Source: an optimization exercise on an open RTL-to-GDS flow (aim: a short achievable clock period and few clock cycles). Production flows keep margins and buffers that such runs may drop. At most, simulation tests tie the RTL to the original design; equivalence was not proved. Power figures rest on the tool's default switching activity, not on a simulated workload.

==> trial 30: inputs <==
==> flow/design.v (excerpt) <==
module mips_core (
    input  logic                      clk,
    input  logic                      rst_n,
    input  logic                      i_cache_stall_n,
    input  logic                      d_cache_stall_n,
    output logic                      ireq,
    output logic [mips_pkg::xlen-1:0] iaddr,
    input  logic [mips_pkg::xlen-1:0] idata,
    output logic                      dreq,
    output logic                      dwrite,
    output logic [mips_pkg::xlen-1:0] daddr,
    output logic [mips_pkg::xlen-1:0] dwdata,
    input  logic [mips_pkg::xlen-1:0] drdata
);
clock: 6.0 ns
lec_check: 0
cap_margin: 20
core_margin: 2
core_utilization: 40
setup_slack_margin: 3.4
slew_margin: 20
standard.sh (not shown) runs the stock make flow with config.mk's settings and CLKGATE_MAP_FILE= SYNTH_SCRIPT=/design/flow/synth_recipe.tcl, a recipe that flattens the netlist after the stock synthesis.
==> flow/flow/run.sh <==
#!/bin/bash
set -euo pipefail
W=$(pwd)
export OWN_ABC_SCRIPT=$W/flow/abc.script
export BUFFER_PORTS_ARGS="-buffer_cell sky130_fd_sc_hd__buf_4"
bash standard.sh SYNTH_SCRIPT=$W/flow/synth.tcl MATCH_CELL_FOOTPRINT=0 finish > $W/standard.log 2>&1
==> flow/flow/abc.script <==
strash
&get -n
&b -d
&put
dch -f
map -D 1000
buffer
upsize -D 1000
dnsize -D 1000
==> flow/flow/synth.tcl <==
proc synth {args} { yosys synth -nofsm -noshare {*}$args }
proc extract_fa {args} { puts "own flow: extract_fa skipped" }
proc abc {args} {
  set i [lsearch -exact $args -script]
  if { $i >= 0 } {
    set args [lreplace $args [expr {$i + 1}] [expr {$i + 1}] $::env(OWN_ABC_SCRIPT)]
  }
  puts "own flow: abc $args"
  yosys abc {*}$args
}
source $::env(SCRIPTS_DIR)/synth.tcl
# left out here: clear keep_hierarchy, flatten, clean up, hide names made inside functions, write 1_2_yosys.v
==> trial 43 (differences from trial 30) <==
--- a/flow/design.v
+++ b/flow/design.v
@@ -328,30 +328,28 @@
     always_ff @(posedge clk) begin
         ireq_q <= rst_n;
     end
     always_ff @(posedge clk) begin
         if (!rst_n) begin
             fpc      <= mips_pkg::reset_pc;
             pend_q   <= 1'b0;
-            pend_m   <= 1'b0;
             d_valid  <= 1'b0;
             e_valid  <= 1'b0;
             e_wr     <= 1'b0;
             m_wr     <= 1'b0;
             m_taken  <= 1'b0;
             dreq_q   <= 1'b0;
             dwrite_q <= 1'b0;
             w_we     <= '0;
         end else if (!freeze) begin
             if (ireq_q) begin
                 fpc <= fpc_next;
             end
             d_valid <= ireq_q && !kill_f;
             pend_q  <= m_taken && ((slot_e && e_jmp) || (slot_d && d_jmp));
-            pend_m  <= slot_e;
             e_valid <= d_valid && !kill_d;
             e_wr    <= d_valid && d_wr && !kill_d;
             m_wr     <= e_wr;
             m_taken  <= e_taken;
             dreq_q   <= e_valid && (e_lw || e_sw);
             dwrite_q <= e_valid && e_sw;
             for (int i = 1; i < 32; i++) begin
CORE_UTILIZATION = 55   (was 40)
==> metrics.yaml <==
clkbuf_count: 218
nNetsFinal: 7538
outcome: "no timing/DRC/antenna violations"
diodes: 8
p_sw_share_pct: 27.62
yosysUniqueCellTypes: 77
cp-endpoint: "m_lt"
p_comb_share_pct: 13.7
start_util_pct: 40.26
max-slew-margin-rel_pct: 20.43
Source of the figures above: trial 30

==> metrics.yaml <==
worst_path_most_repeated_cell: "buf_6"
max-slew-margin-rel_pct: 20.72
outcome: "no timing/DRC/antenna violations"
largest-register: "rf"
path_cells: "buf_6, buf_6, nand2_4, nand3_4, nand3b_1, nand2_2, nand4_1, buf_6, nor2_4, nand4_1, buf_4, a21oi_4, nand3b_1, nand2_1"
clkbuf_count: 204
diodes: 6
total_power_w: 0.02660
start_util_pct: 55.26
final_cells: 9501
p_sw_share_pct: 27.36
post_cts_buffers: 229
firstDrtPassIters: 12
cp-endpoint: "m_diff[27]"
busiest_layer: "met2"
nNetsFinal: 7629
Source of the figures above: trial 43

Testbench counts of trial 30, summed over its fixed seeds: cycles 37,029.
For trial 43, only the layout was checked, not whether the RTL still works.


==> yarrow <==
==> flow/design.v <==
`default_nettype none
package mips_pkg;
    localparam int xlen       = 32;
    localparam int reg_addr_w = 5;
    localparam logic [xlen-1:0] reset_pc = '0;
    localparam logic [5:0] op_special = 6'h00;
    localparam logic [5:0] op_addiu   = 6'h09;
    localparam logic [5:0] op_lw      = 6'h23;
    localparam logic [5:0] op_sw      = 6'h2b;
    localparam logic [5:0] op_beq     = 6'h04;
    localparam logic [5:0] fn_addu = 6'h21;
    localparam logic [5:0] fn_subu = 6'h23;
    localparam logic [5:0] fn_and  = 6'h24;
    localparam logic [5:0] fn_or   = 6'h25;
    localparam logic [5:0] fn_slt  = 6'h2a;
    typedef enum logic [2:0] {
        alu_add,
        alu_sub,
        alu_and,
        alu_or,
        alu_slt
    } alu_op_e;
    typedef struct packed {
        logic [xlen-1:0] instr;
        logic [xlen-1:0] pc4;
    } if_id_t;
    typedef struct packed {
        logic                  valid;
        alu_op_e               alu_op;
        logic                  imm_sel;
        logic                  memread;
        logic                  memwrite;
        logic                  regwrite;
        logic [reg_addr_w-1:0] rs;
        logic [reg_addr_w-1:0] rt;
        logic [reg_addr_w-1:0] dst;
        logic [xlen-1:0]       rs_data;
        logic [xlen-1:0]       rt_data;
        logic [xlen-1:0]       imm;
    } id_ex_t;
    typedef struct packed {
        logic                  valid;
        logic                  memread;
        logic                  memwrite;
        logic                  regwrite;
        logic [reg_addr_w-1:0] dst;
        logic [xlen-1:0]       result;
        logic [xlen-1:0]       store_data;
    } ex_mem_t;
    typedef struct packed {
        logic                  regwrite;
        logic                  memread;
        logic [reg_addr_w-1:0] dst;
        logic [xlen-1:0]       result;
        logic [xlen-1:0]       load_data;
    } mem_wb_t;
endpackage
`default_nettype wire
`timescale 1ns/1ps
`default_nettype none
module mips_add #(
    parameter int width = 32
) (
    input  logic [width-1:0] x,
    input  logic [width-1:0] y,
    input  logic             cin,
    output logic [width-1:0] s
);
    localparam int levels = $clog2(width);
    logic [width-1:0] g [0:levels];
    logic [width-1:0] p [0:levels];
    logic [width-1:0] h;
    assign h    = x ^ y;
    assign g[0] = (x & y) | {{(width-1){1'b0}}, h[0] & cin};
    assign p[0] = h;
    for (genvar l = 0; l < levels; l++) begin : g_lvl
        for (genvar i = 0; i < width; i++) begin : g_bit
            if (i >= (1 << l)) begin : g_op
                assign g[l+1][i] = g[l][i] | (p[l][i] & g[l][i-(1<<l)]);
                assign p[l+1][i] = p[l][i] & p[l][i-(1<<l)];
            end else begin : g_pass
                assign g[l+1][i] = g[l][i];
                assign p[l+1][i] = p[l][i];
            end
        end
    end
    assign s = h ^ {g[levels][width-2:0], cin};
endmodule
`default_nettype wire
`default_nettype none
module mips_ult #(
    parameter int width = 32
) (
    input  logic [width-1:0] x,
    input  logic [width-1:0] y,
    output logic             lt
);
    localparam int levels = $clog2(width);
    logic [width-1:0] l [0:levels];
    logic [width-1:0] e [0:levels];
    assign l[0] = ~x & y;
    assign e[0] = ~(x ^ y);
    for (genvar k = 0; k < levels; k++) begin : g_lvl
        for (genvar i = 0; i < width; i++) begin : g_bit
            if ((i >> k) % 2 == 1) begin : g_op
                localparam int j = ((i >> k) << k) - 1;
                assign l[k+1][i] = l[k][i] | (e[k][i] & l[k][j]);
                assign e[k+1][i] = e[k][i] & e[k][j];
            end else begin : g_pass
                assign l[k+1][i] = l[k][i];
                assign e[k+1][i] = e[k][i];
            end
        end
    end
    assign lt = l[levels][width-1];
endmodule
`default_nettype wire
`timescale 1ns/1ps
`default_nettype none
module mips_core (
    input  logic                      clk,
    input  logic                      rst_n,
    input  logic                      i_cache_stall_n,
    input  logic                      d_cache_stall_n,
    output logic                      ireq,
    output logic [mips_pkg::xlen-1:0] iaddr,
    input  logic [mips_pkg::xlen-1:0] idata,
    output logic                      dreq,
    output logic                      dwrite,
    output logic [mips_pkg::xlen-1:0] daddr,
    output logic [mips_pkg::xlen-1:0] dwdata,
    input  logic [mips_pkg::xlen-1:0] drdata
);
    localparam int xlen = mips_pkg::xlen;
    logic freeze;
    assign freeze = !i_cache_stall_n || !d_cache_stall_n;
    logic            ireq_q;
    logic [xlen-1:0] fpc;
    logic            pend_q;       
    logic            d_valid;
    logic [4:0]      d_rs;
    logic [4:0]      d_rt;
    logic [4:0]      d_dst;
    logic            d_wr;         
    logic            d_lw;
    logic            d_sw;
    logic            d_beq;        
    logic            d_jmp;        
    logic [5:0]      d_op;         
    logic            d_imm_b;      
    logic [xlen-1:0] d_imm;
    logic [xlen-1:0] d_tgt;
    logic            e_valid;
    logic [4:0]      e_dst;
    logic            e_wr;
    logic            e_lw;
    logic            e_sw;
    logic            e_beq;
    logic [5:0]      e_op;
    logic [xlen-1:0] e_imm;
    logic [xlen-1:0] e_tgt;
    logic [xlen-1:0] e_a_rf;
    logic [xlen-1:0] e_b_rf;
    logic [3:0]      e_a_sel;      
    logic [3:0]      e_b_sel;
    logic            m_wr;
    logic [4:0]      m_dst;
    logic            m_lw;
    logic [xlen-1:0] m_res;
    logic            dreq_q;
    logic            dwrite_q;
    logic [xlen-1:0] daddr_q;
    logic [xlen-1:0] dwdata_q;
    logic            w_wr;
    logic [4:0]      w_dst;
    logic [xlen-1:0] w_val;
    logic [xlen-1:0] rf [1:31];
    logic [5:0]      f_opc;
    logic [5:0]      f_fn;
    logic            f_rtype;
    logic            f_addiu;
    logic            f_lw;
    logic            f_sw;
    logic            f_beq;
    logic [4:0]      f_dst;
    logic [xlen-1:0] f_imm;
    logic [xlen-1:0] f_pc4;
    logic [5:0]      f_op;
    logic [xlen-1:0] f_tgt;
    assign f_opc   = idata[31:26];
    assign f_fn    = idata[5:0];
    assign f_addiu = (f_opc == mips_pkg::op_addiu);
    assign f_lw    = (f_opc == mips_pkg::op_lw);
    assign f_sw    = (f_opc == mips_pkg::op_sw);
    assign f_beq   = (f_opc == mips_pkg::op_beq);
    assign f_op[0] = f_addiu;
    assign f_op[1] = (f_opc == mips_pkg::op_special) && (f_fn == mips_pkg::fn_addu);
    assign f_op[2] = (f_opc == mips_pkg::op_special) && (f_fn == mips_pkg::fn_subu);
    assign f_op[3] = (f_opc == mips_pkg::op_special) && (f_fn == mips_pkg::fn_and);
    assign f_op[4] = (f_opc == mips_pkg::op_special) && (f_fn == mips_pkg::fn_or);
    assign f_op[5] = (f_opc == mips_pkg::op_special) && (f_fn == mips_pkg::fn_slt);
    assign f_rtype = |f_op[5:1];
    assign f_dst   = f_rtype ? idata[15:11] : idata[20:16];
    assign f_imm   = {{16{idata[15]}}, idata[15:0]};
    mips_add #(.width(xlen)) u_pc4 (.x(fpc), .y(xlen'(4)), .cin(1'b0), .s(f_pc4));
    logic [xlen-3:0] f_imm1;
    mips_add #(.width(xlen-2)) u_imm1 (.x(f_imm[xlen-3:0]), .y('0), .cin(1'b1), .s(f_imm1));
    mips_add #(.width(xlen)) u_tgt (.x(fpc), .y({f_imm1, 2'b00}), .cin(1'b0), .s(f_tgt));
    always_ff @(posedge clk) begin
        if (w_wr) begin
            rf[w_dst] <= w_val;
        end
    end
    logic [xlen-1:0] d_a_rf;
    logic [xlen-1:0] d_b_rf;
    assign d_a_rf = (w_wr && w_dst == d_rs) ? w_val : (d_rs == '0) ? '0 : rf[d_rs];
    assign d_b_rf = (w_wr && w_dst == d_rt) ? w_val : (d_rt == '0) ? '0 : rf[d_rt];
    logic       d_a_e;
    logic       d_b_e;
    logic       d_a_m;
    logic       d_b_m;
    logic [3:0] d_a_sel;
    logic [3:0] d_b_sel;
    assign d_a_e   = e_wr && (e_dst == d_rs);
    assign d_b_e   = e_wr && (e_dst == d_rt);
    assign d_a_m   = m_wr && (m_dst == d_rs);
    assign d_b_m   = m_wr && (m_dst == d_rt);
    assign d_a_sel = {!d_a_e && d_a_m, d_a_e && e_lw, d_a_e && !e_lw, !d_a_e && !d_a_m};
    assign d_b_sel = {!d_b_e && d_b_m, d_b_e && e_lw, d_b_e && !e_lw, !d_b_e && !d_b_m};
    logic [xlen-1:0] a;
    logic [xlen-1:0] b;
    logic [xlen-1:0] sum_i;
    logic [xlen-1:0] sum_r;
    logic [xlen-1:0] diff;
    logic            lt;
    logic [xlen-1:0] result;
    logic            e_taken;
    assign a = ({xlen{e_a_sel[0]}} & e_a_rf) | ({xlen{e_a_sel[1]}} & m_res) |
               ({xlen{e_a_sel[2]}} & drdata) | ({xlen{e_a_sel[3]}} & w_val);
    assign b = ({xlen{e_b_sel[0]}} & e_b_rf) | ({xlen{e_b_sel[1]}} & m_res) |
               ({xlen{e_b_sel[2]}} & drdata) | ({xlen{e_b_sel[3]}} & w_val);
    mips_add #(.width(xlen)) u_add_i (.x(a), .y(e_imm), .cin(1'b0), .s(sum_i));
    mips_add #(.width(xlen)) u_add_r (.x(a), .y(b),     .cin(1'b0), .s(sum_r));
    mips_add #(.width(xlen)) u_sub   (.x(a), .y(~b),    .cin(1'b1), .s(diff));
    mips_ult #(.width(xlen)) u_lt (.x({~a[xlen-1], a[xlen-2:0]}), .y({~b[xlen-1], b[xlen-2:0]}), .lt(lt));
    assign result = ({xlen{e_op[0]}} & sum_i) | ({xlen{e_op[1]}} & sum_r) |
                    ({xlen{e_op[2]}} & diff)  | ({xlen{e_op[3]}} & (a & b)) |
                    ({xlen{e_op[4]}} & (a | b)) | {{(xlen-1){1'b0}}, e_op[5] & lt};
    assign e_taken = e_valid && e_beq && (a == b);
    logic            d_take;
    logic [xlen-1:0] fpc_next;
    assign d_take   = d_valid && d_jmp;
    assign fpc_next = e_taken ? e_tgt :
                      pend_q  ? e_tgt :
                      d_take  ? d_tgt : f_pc4;
    always_ff @(posedge clk) begin
        ireq_q <= rst_n;
    end
    always_ff @(posedge clk) begin
        if (!rst_n) begin
            fpc      <= mips_pkg::reset_pc;
            pend_q   <= 1'b0;
            d_valid  <= 1'b0;
            e_valid  <= 1'b0;
            e_wr     <= 1'b0;
            m_wr     <= 1'b0;
            dreq_q   <= 1'b0;
            dwrite_q <= 1'b0;
            w_wr     <= 1'b0;
        end else if (!freeze) begin
            if (ireq_q) begin
                fpc <= fpc_next;
            end
            d_valid <= ireq_q && !(e_taken && d_valid);
            pend_q  <= e_taken && d_take;
            e_valid <= d_valid;
            e_wr    <= d_valid && d_wr;
            m_wr     <= e_wr;
            dreq_q   <= e_valid && (e_lw || e_sw);
            dwrite_q <= e_valid && e_sw;
            w_wr     <= m_wr;
        end
    end
    always_ff @(posedge clk) begin
        if (!freeze) begin
            d_rs    <= idata[25:21];
            d_rt    <= idata[20:16];
            d_dst   <= f_dst;
            d_wr    <= (f_rtype || f_addiu || f_lw) && (f_dst != '0);
            d_lw    <= f_lw;
            d_sw    <= f_sw;
            d_beq   <= f_beq && (idata[25:21] != idata[20:16]);
            d_jmp   <= f_beq && (idata[25:21] == idata[20:16]);
            d_op    <= f_op;
            d_imm_b <= f_addiu;
            d_imm   <= f_imm;
            d_tgt   <= f_tgt;
            e_dst   <= d_dst;
            e_lw    <= d_lw;
            e_sw    <= d_sw;
            e_beq   <= d_beq;
            e_op    <= d_op;
            e_imm   <= d_imm;
            e_tgt   <= d_tgt;
            e_a_rf  <= d_a_rf;
            e_b_rf  <= d_b_rf;
            e_a_sel <= d_a_sel;
            e_b_sel <= d_b_sel;
            m_dst    <= e_dst;
            m_lw     <= e_lw;
            m_res    <= result;
            daddr_q  <= sum_i;
            dwdata_q <= b;
            w_dst    <= m_dst;
            w_val    <= m_lw ? drdata : m_res;
        end
    end
    assign ireq   = ireq_q;
    assign iaddr  = fpc;
    assign dreq   = dreq_q;
    assign dwrite = dwrite_q;
    assign daddr  = daddr_q;
    assign dwdata = dwdata_q;
endmodule
`default_nettype wire
==> flow/run.sh <==
#!/bin/bash
# synth_recipe.tcl (not shown) runs the flow's synth.tcl, then flattens the netlist and writes it again
# the make line also repeats each setting of config.mk as NAME=value (left out here)
make -C /OpenROAD-flow-scripts/flow DESIGN_CONFIG=/design/flow/config.mk WORK_HOME=/design/flow/orfs CLKGATE_MAP_FILE= SYNTH_SCRIPT=/design/flow/synth_recipe.tcl finish
==> flow/config.mk <==
export PLATFORM = sky130hd
export DESIGN_NAME = mips_core
export DESIGN_NICKNAME = mips_core
export VERILOG_FILES = /design/flow/design.v
export SDC_FILE = /design/flow/constraint.sdc
export NUM_CORES = 4
export LEC_CHECK = 0
export ABC_CLOCK_PERIOD_IN_PS = 2500
export CAP_MARGIN = 20
export CORE_MARGIN = 2
export CORE_UTILIZATION = 40
export SETUP_SLACK_MARGIN = 3.4
export SLEW_MARGIN = 20
export SYNTH_HIERARCHICAL = 1
export SYNTH_MINIMUM_KEEP_SIZE = 0
==> flow/constraint.sdc <==
create_clock -name core_clock -period 6.0 [get_ports {clk}]
set_input_delay 1.2000 -clock core_clock [delete_from_list [all_inputs] [get_ports {clk}]]
set_output_delay 1.2000 -clock core_clock [all_outputs]
set_load 0.01 [all_outputs]
==> juniper (differences from yarrow) <==
==> flow/flow/run.sh (new file) <==
#!/bin/bash
set -euo pipefail
W=$(pwd)
export OWN_ABC_SCRIPT=$W/flow/abc.script
bash standard.sh SYNTH_SCRIPT=$W/flow/synth.tcl finish > $W/standard.log 2>&1
==> flow/flow/abc.script (new file) <==
strash
dch
map -D 1500
buffer
upsize -D 1500
dnsize -D 1500
==> flow/flow/synth.tcl (new file) <==
proc synth {args} { yosys synth -nofsm -noshare {*}$args }
proc extract_fa {args} { puts "own flow: extract_fa skipped" }
proc abc {args} {
  set i [lsearch -exact $args -script]
  if { $i >= 0 } {
    set args [lreplace $args [expr {$i + 1}] [expr {$i + 1}] $::env(OWN_ABC_SCRIPT)]
  }
  puts "own flow: abc $args"
  yosys abc {*}$args
}
source $::env(SCRIPTS_DIR)/synth.tcl
# left out here: clear keep_hierarchy, flatten, clean up, hide names made inside functions, write 1_2_yosys.v
==> flow/standard.sh (new file) <==
#!/bin/bash
# synth_recipe.tcl (not shown) runs the flow's synth.tcl, then flattens the netlist and writes it again
# the make line also repeats each setting of config.mk as NAME=value (left out here)
make -C /OpenROAD-flow-scripts/flow DESIGN_CONFIG=/design/flow/config.mk WORK_HOME=/design/flow/orfs CLKGATE_MAP_FILE= SYNTH_SCRIPT=/design/flow/synth_recipe.tcl "${@:-finish}"
ABC_CLOCK_PERIOD_IN_PS = not set   (was 2500)
SYNTH_HIERARCHICAL = not set   (was 1)
SYNTH_MINIMUM_KEEP_SIZE = not set   (was 0)
removed: flow/run.sh
==> pepper (differences from yarrow) <==
--- a/flow/design.v
+++ b/flow/design.v
@@ -59,63 +59,4 @@
 `timescale 1ns/1ps
 `default_nettype none
-module mips_add #(
-    parameter int width = 32
-) (
-    input  logic [width-1:0] x,
-    input  logic [width-1:0] y,
-    input  logic             cin,
-    output logic [width-1:0] s
-);
-    localparam int levels = $clog2(width);
-    logic [width-1:0] g [0:levels];
-    logic [width-1:0] p [0:levels];
-    logic [width-1:0] h;
-    assign h    = x ^ y;
-    assign g[0] = (x & y) | {{(width-1){1'b0}}, h[0] & cin};
-    assign p[0] = h;
-    for (genvar l = 0; l < levels; l++) begin : g_lvl
-        for (genvar i = 0; i < width; i++) begin : g_bit
-            if (i >= (1 << l)) begin : g_op
-                assign g[l+1][i] = g[l][i] | (p[l][i] & g[l][i-(1<<l)]);
-                assign p[l+1][i] = p[l][i] & p[l][i-(1<<l)];
-            end else begin : g_pass
-                assign g[l+1][i] = g[l][i];
-                assign p[l+1][i] = p[l][i];
-            end
-        end
-    end
-    assign s = h ^ {g[levels][width-2:0], cin};
-endmodule
-`default_nettype wire
-`default_nettype none
-module mips_ult #(
-    parameter int width = 32
-) (
-    input  logic [width-1:0] x,
-    input  logic [width-1:0] y,
-    output logic             lt
-);
-    localparam int levels = $clog2(width);
-    logic [width-1:0] l [0:levels];
-    logic [width-1:0] e [0:levels];
-    assign l[0] = ~x & y;
-    assign e[0] = ~(x ^ y);
-    for (genvar k = 0; k < levels; k++) begin : g_lvl
-        for (genvar i = 0; i < width; i++) begin : g_bit
-            if ((i >> k) % 2 == 1) begin : g_op
-                localparam int j = ((i >> k) << k) - 1;
-                assign l[k+1][i] = l[k][i] | (e[k][i] & l[k][j]);
-                assign e[k+1][i] = e[k][i] & e[k][j];
-            end else begin : g_pass
-                assign l[k+1][i] = l[k][i];
-                assign e[k+1][i] = e[k][i];
-            end
-        end
-    end
-    assign lt = l[levels][width-1];
-endmodule
-`default_nettype wire
-`timescale 1ns/1ps
-`default_nettype none
 module mips_core (
     input  logic                      clk,
@@ -137,5 +78,6 @@
     logic            ireq_q;
     logic [xlen-1:0] fpc;
-    logic            pend_q;       
+    logic            pend_q;
+    logic [xlen-1:0] pend_tgt;
     logic            d_valid;
     logic [4:0]      d_rs;
@@ -187,5 +129,4 @@
     logic [xlen-1:0] f_pc4;
     logic [5:0]      f_op;
-    logic [xlen-1:0] f_tgt;
     assign f_opc   = idata[31:26];
     assign f_fn    = idata[5:0];
@@ -203,8 +144,5 @@
     assign f_dst   = f_rtype ? idata[15:11] : idata[20:16];
     assign f_imm   = {{16{idata[15]}}, idata[15:0]};
-    mips_add #(.width(xlen)) u_pc4 (.x(fpc), .y(xlen'(4)), .cin(1'b0), .s(f_pc4));
-    logic [xlen-3:0] f_imm1;
-    mips_add #(.width(xlen-2)) u_imm1 (.x(f_imm[xlen-3:0]), .y('0), .cin(1'b1), .s(f_imm1));
-    mips_add #(.width(xlen)) u_tgt (.x(fpc), .y({f_imm1, 2'b00}), .cin(1'b0), .s(f_tgt));
+    assign f_pc4   = fpc + xlen'(4);
     always_ff @(posedge clk) begin
         if (w_wr) begin
@@ -240,8 +178,8 @@
     assign b = ({xlen{e_b_sel[0]}} & e_b_rf) | ({xlen{e_b_sel[1]}} & m_res) |
                ({xlen{e_b_sel[2]}} & drdata) | ({xlen{e_b_sel[3]}} & w_val);
-    mips_add #(.width(xlen)) u_add_i (.x(a), .y(e_imm), .cin(1'b0), .s(sum_i));
-    mips_add #(.width(xlen)) u_add_r (.x(a), .y(b),     .cin(1'b0), .s(sum_r));
-    mips_add #(.width(xlen)) u_sub   (.x(a), .y(~b),    .cin(1'b1), .s(diff));
-    mips_ult #(.width(xlen)) u_lt (.x({~a[xlen-1], a[xlen-2:0]}), .y({~b[xlen-1], b[xlen-2:0]}), .lt(lt));
+    assign sum_i = a + e_imm;
+    assign sum_r = a + b;
+    assign diff  = a - b;
+    assign lt    = (a[xlen-1] != b[xlen-1]) ? a[xlen-1] : diff[xlen-1];
     assign result = ({xlen{e_op[0]}} & sum_i) | ({xlen{e_op[1]}} & sum_r) |
                     ({xlen{e_op[2]}} & diff)  | ({xlen{e_op[3]}} & (a & b)) |
@@ -252,5 +190,5 @@
     assign d_take   = d_valid && d_jmp;
     assign fpc_next = e_taken ? e_tgt :
-                      pend_q  ? e_tgt :
+                      pend_q  ? pend_tgt :
                       d_take  ? d_tgt : f_pc4;
     always_ff @(posedge clk) begin
@@ -295,5 +233,6 @@
             d_imm_b <= f_addiu;
             d_imm   <= f_imm;
-            d_tgt   <= f_tgt;
+            d_tgt   <= f_pc4 + {f_imm[xlen-3:0], 2'b00};
+            pend_tgt <= d_tgt;
             e_dst   <= d_dst;
             e_lw    <= d_lw;
SYNTH_HIERARCHICAL = not set   (was 1)
SYNTH_MINIMUM_KEEP_SIZE = not set   (was 0)
==> qor summary <==
| metric | juniper | pepper | yarrow |
|---|---|---|---|
| Outcome | finished clean | finished clean | finished clean |
| Share of the yosys chip area belonging to registers | 0.564 | 0.593 | 0.545 |
| WL final | 337000 um | 239000 um | 265000 um |
| Number of cells traversed by the worst register-to-register path | 21 | 17 | 14 |
| Largest net degree at the start of global routing | 139 | 130 | 106 |
| Final core utilization | 0.527 | 0.514 | 0.514 |
| Peak clock frequency supported by timing | 301 MHz | 226 MHz | 224 MHz |
| Power per Cell Area | 272 mW/mm^2 | 277 mW/mm^2 | 269 mW/mm^2 |
| Post-synth cell types | 82 | 81 | 93 |
| Syn Inst Count | 7763 | 4465 | 5422 |
| Arrival time at the worst endpoint | 4050 ps | 4980 ps | 4990 ps |
| Drt initial violations | 11000 | 6748 | 6823 |
| Layout Cells excl Fill | 10800 | 7593 | 8807 |
| Area of the placeable core | 0.181 sq mm | 0.173 sq mm | 0.188 sq mm |
| Clock Skews | 39.3 ps | 40.2 ps | 69.8 ps |
| Final nets | 8387 | 5375 | 6535 |
| Inserted tap cell count | 2370 | 2325 | 2495 |
| Via count | 70600 | 47400 | 55000 |
| Delay of the slowest cell on the worst path | 420 ps | 490 ps | 520 ps |
No functional check of the RTL was part of any run of this note.

## afterwards: timing with drivers on the ports
How much do the figures lean on ideal ports? The routed layouts below were timed once more, with nothing changed but the port constraints. Step 1 sets driving cells, clkbuf_16 on the clock port and buf_2 on the other inputs (assumed; they add their load-dependent delay and slew). Step 2 times the ports against the registers' clock, not the clock port: input delays grow and output delays shrink by t, the midpoint of the rising clock arrivals with the driver on. Three values: ideal, step 1, step 2; two values: the first two.
run | t (ns) | setup WS [ns] | latest minus earliest clock arrival (ns)
trial 30 | 0.908 | 3.184 / 3.184 / 2.560 | 0.067 / 0.067
trial 43 | 0.904 | 3.145 / 3.145 / 2.402 | 0.075 / 0.075
yarrow | 0.888 | 1.539 / 1.584 / 0.696 | 0.081 / 0.082
juniper | 0.893 | 2.675 / 2.675 / 1.822 | 0.051 / 0.050
pepper | 0.877 | 1.577 / 1.589 / 0.764 | 0.058 / 0.057
After both steps every run listed still meets setup and hold. The setup slack of juniper, which loses most, moves by 0.000 ns with the drivers and by -0.853 ns with both steps.
